What follows belongs to an exercise in optimizing a design on an open flow for small area, a short achievable clock period and few clock cycles per item; a production flow would make more cautious choices. Where RTL was checked, it was by simulation tests only, not by an equivalence proof against the original.

==> flow/design.v (excerpt) <==
module modular_exponentiation (
    input  wire logic                  clk,
    input  wire logic                  rst_n,
    input  wire logic                  in_valid,
    output logic                       in_ready,
    input  wire mexp_pkg::word_t       message,
    output logic                       out_valid,
    input  wire logic                  out_ready,
    output mexp_pkg::word_t            power_result,
    input  wire logic                  cfg_valid,
    output logic                       cfg_ready,
    input  wire mexp_pkg::cfg_index_t  cfg_index,
    input  wire mexp_pkg::word_t       cfg_data
);
    mexp_pkg::word_t      modulus_reg;
    mexp_pkg::cnt_t       mshift_reg;
    mexp_pkg::word_t      exponent_reg;
    mexp_pkg::word_t      base_reg;
    mexp_pkg::word_t      acc_reg;
    logic                 acc_one_reg;
    mexp_pkg::sword_t     sqa_reg;
    mexp_pkg::sword_t     sqb_reg;
    mexp_pkg::est_t       sqr_reg;
    logic [2:0]           sqq_reg;
    mexp_pkg::sword_t     mla_reg;
    mexp_pkg::sword_t     mlb_reg;
    mexp_pkg::est_t       mlr_reg;
    logic [2:0]           mlq_reg;
    logic                 sq_bit_reg;
    logic                 sq_nbit_reg;
    logic                 ml_bit_reg;
    logic                 ml_nbit_reg;
    logic [32:0]          cv_reg;
    logic [32:0]          cva;
    logic [32:0]          cvb;
    logic                 busy;
    logic                 hold;
    logic [5:0]           nq_reg;
    logic                 nq_ok_reg;
    logic                 special;
    logic                 load;
    logic                 rstep;
    logic                 conv1;
    logic                 conv2;
    logic                 pconv2;
    logic                 conv1_d;
  ...
For scale: about 2500 cells after synthesis, roughly 110 I/O pins.
clock: 6.5 ns
lec_check: 0
cap_margin: 20
core_margin: 2
core_utilization: 60
setup_slack_margin: 2.85
slew_margin: 20
run.sh (not shown) runs the stock make flow with config.mk's settings and CLKGATE_MAP_FILE= SYNTH_SCRIPT=/design/flow/synth_recipe.tcl, a recipe that flattens the netlist after the stock synthesis.
Testbench counts at the start, summed over its fixed seeds: cycles 210,240, items 192.
Edit:
--- a/flow/design.v
+++ b/flow/design.v
@@ -269,29 +269,31 @@
     function automatic logic sum3_sign(input mexp_pkg::est_t u, input mexp_pkg::est_t v3,
                                        input mexp_pkg::est_t w);
         mexp_pkg::est_t hs;
         mexp_pkg::est_t hc;
         mexp_pkg::est_t d;
         hs = u ^ v3 ^ w;
         hc = {((u[5:0] & v3[5:0]) | (u[5:0] & w[5:0]) | (v3[5:0] & w[5:0])), 1'b1};
         d  = hs + hc;
         sum3_sign = d[6];
     endfunction
 endmodule
 module mexp_csfix (
-    input  wire logic [32:0]      c,
+    input  wire mexp_pkg::sword_t c,
     input  wire mexp_pkg::word_t  n,
     output mexp_pkg::word_t       res
 );
-    assign res = c[mexp_pkg::WIDTH-1:0] + (n & {mexp_pkg::WIDTH{c[32]}});
+    mexp_pkg::sword_t c1;
+    assign c1  = c + {2'b00, n};
+    assign res = c[mexp_pkg::SW-1] ? c1[mexp_pkg::WIDTH-1:0] : c[mexp_pkg::WIDTH-1:0];
 endmodule
 `default_nettype wire
 `default_nettype none
 module modular_exponentiation (
     input  wire logic                  clk,
     input  wire logic                  rst_n,
     input  wire logic                  in_valid,
     output logic                       in_ready,
     input  wire mexp_pkg::word_t       message,
     output logic                       out_valid,
     input  wire logic                  out_ready,
     output mexp_pkg::word_t            power_result,
@@ -309,27 +311,27 @@
     mexp_pkg::sword_t     sqa_reg;
     mexp_pkg::sword_t     sqb_reg;
     mexp_pkg::est_t       sqr_reg;
     logic [2:0]           sqq_reg;
     mexp_pkg::sword_t     mla_reg;
     mexp_pkg::sword_t     mlb_reg;
     mexp_pkg::est_t       mlr_reg;
     logic [2:0]           mlq_reg;
     logic                 sq_bit_reg;
     logic                 sq_nbit_reg;
     logic                 ml_bit_reg;
     logic                 ml_nbit_reg;
-    logic [32:0]          cv_reg;
-    logic [32:0]          cva;
-    logic [32:0]          cvb;
+    mexp_pkg::sword_t     cv_reg;
+    mexp_pkg::sword_t     cva;
+    mexp_pkg::sword_t     cvb;
     logic                 busy;
     logic                 hold;
     logic [5:0]           nq_reg;
     logic                 nq_ok_reg;
     logic                 special;
     logic                 load;
     logic                 rstep;
     logic                 conv1;
     logic                 conv2;
     logic                 pconv2;
     logic                 conv1_d;
     logic                 conv2_d;
@@ -388,25 +390,25 @@
         begin
             nq_ok_reg <= 1'b0;
         end
         else
         begin
             nq_ok_reg <= !busy && !(cfg_valid && (cfg_index == mexp_pkg::REG_MODULUS));
         end
     end
     always_ff @(posedge clk)
     begin
         nq_reg <= modulus_reg[31:26];
     end
-    assign hold    = !nq_ok_reg;
+    assign hold    = busy || !nq_ok_reg;
     assign special = (modulus_reg == '0) || (exponent_reg == '0);
     mexp_ctrl u_ctrl (
         .clk          (clk),
         .rst_n        (rst_n),
         .in_valid     (in_valid),
         .in_ready     (in_ready),
         .out_valid    (out_valid),
         .out_ready    (out_ready),
         .busy         (hold),
         .special      (special),
         .mshift       (mshift_reg),
         .load         (load),
@@ -446,26 +448,26 @@
         .rt      (mlr_reg),
         .a       (ml_bit_reg),
         .an      (ml_nbit_reg),
         .b       (base_reg),
         .n       (modulus_reg),
         .nq      (nq_reg),
         .ge      (mlq_reg),
         .sa_next (mla_next),
         .sb_next (mlb_next),
         .rt_next (mlr_next),
         .ge_next (mlq_next)
     );
-    assign cva = sqa_reg[32:0] | (mla_reg[32:0] & {33{pconv1_d}});
-    assign cvb = sqb_reg[32:0] | (mlb_reg[32:0] & {33{pconv1_d}});
+    assign cva = pconv1_d ? mla_reg : sqa_reg;
+    assign cvb = pconv1_d ? mlb_reg : sqb_reg;
     mexp_csfix u_fix (
         .c   (cv_reg),
         .n   (modulus_reg),
         .res (cv_res)
     );
     assign copy    = pconv2 && exp_bit && acc_one_reg;
     assign take    = pconv2_d && exp_bit && !acc_one_reg;
     assign acc_new = take ? cv_res : acc_reg;
     always_ff @(posedge clk)
     begin
         exp_bit_reg <= exponent_reg[pass_idx];
         cv_reg <= cva + cvb;
Worst setup slack is worse by 0.032 ns.
Design area climbs by 4.9%.
Cell count went up by 4.4%.
Die area rose by about 4%.
Critical path depth goes down by 5.
Register-to-register slack stays flat.
Global-route usage climbs by 1.8 points.
Maximum frequency drops by 0.89%.
Wire length grows by 10%.
Via count climbs by about 5%.
Clock-buffer cell count climbs by 10.
Hold slack hardly moves.
No functional check of the RTL was part of the second run of this note.

-- what the ideal ports hide --
In the flow no input, the clock included, has a driving cell. The finished layouts below were timed again as built, in two steps. Step 1 sets driving cells, clkbuf_16 on the clock port and buf_2 on the other inputs (assumed; they add their load-dependent delay and slew). Step 2 adds t to the input delays and takes it off the output delays; t is the mean of the earliest and latest rising clock arrival at the registers after step 1. Input paths then give back, and output paths get back, about the clock's delay inside the block. a / b / c = no drivers / after step 1 / after step 2; a / b = the first two.
run	shift t [ns]	slack for setup (ns)	clock arrival spread, ns
the first run	0.623	2.946 / 2.946 / 2.946	0.022 / 0.022
the second run	0.617	2.914 / 2.857 / 2.947	0.029 / 0.029
After both steps every run listed still meets setup and hold.
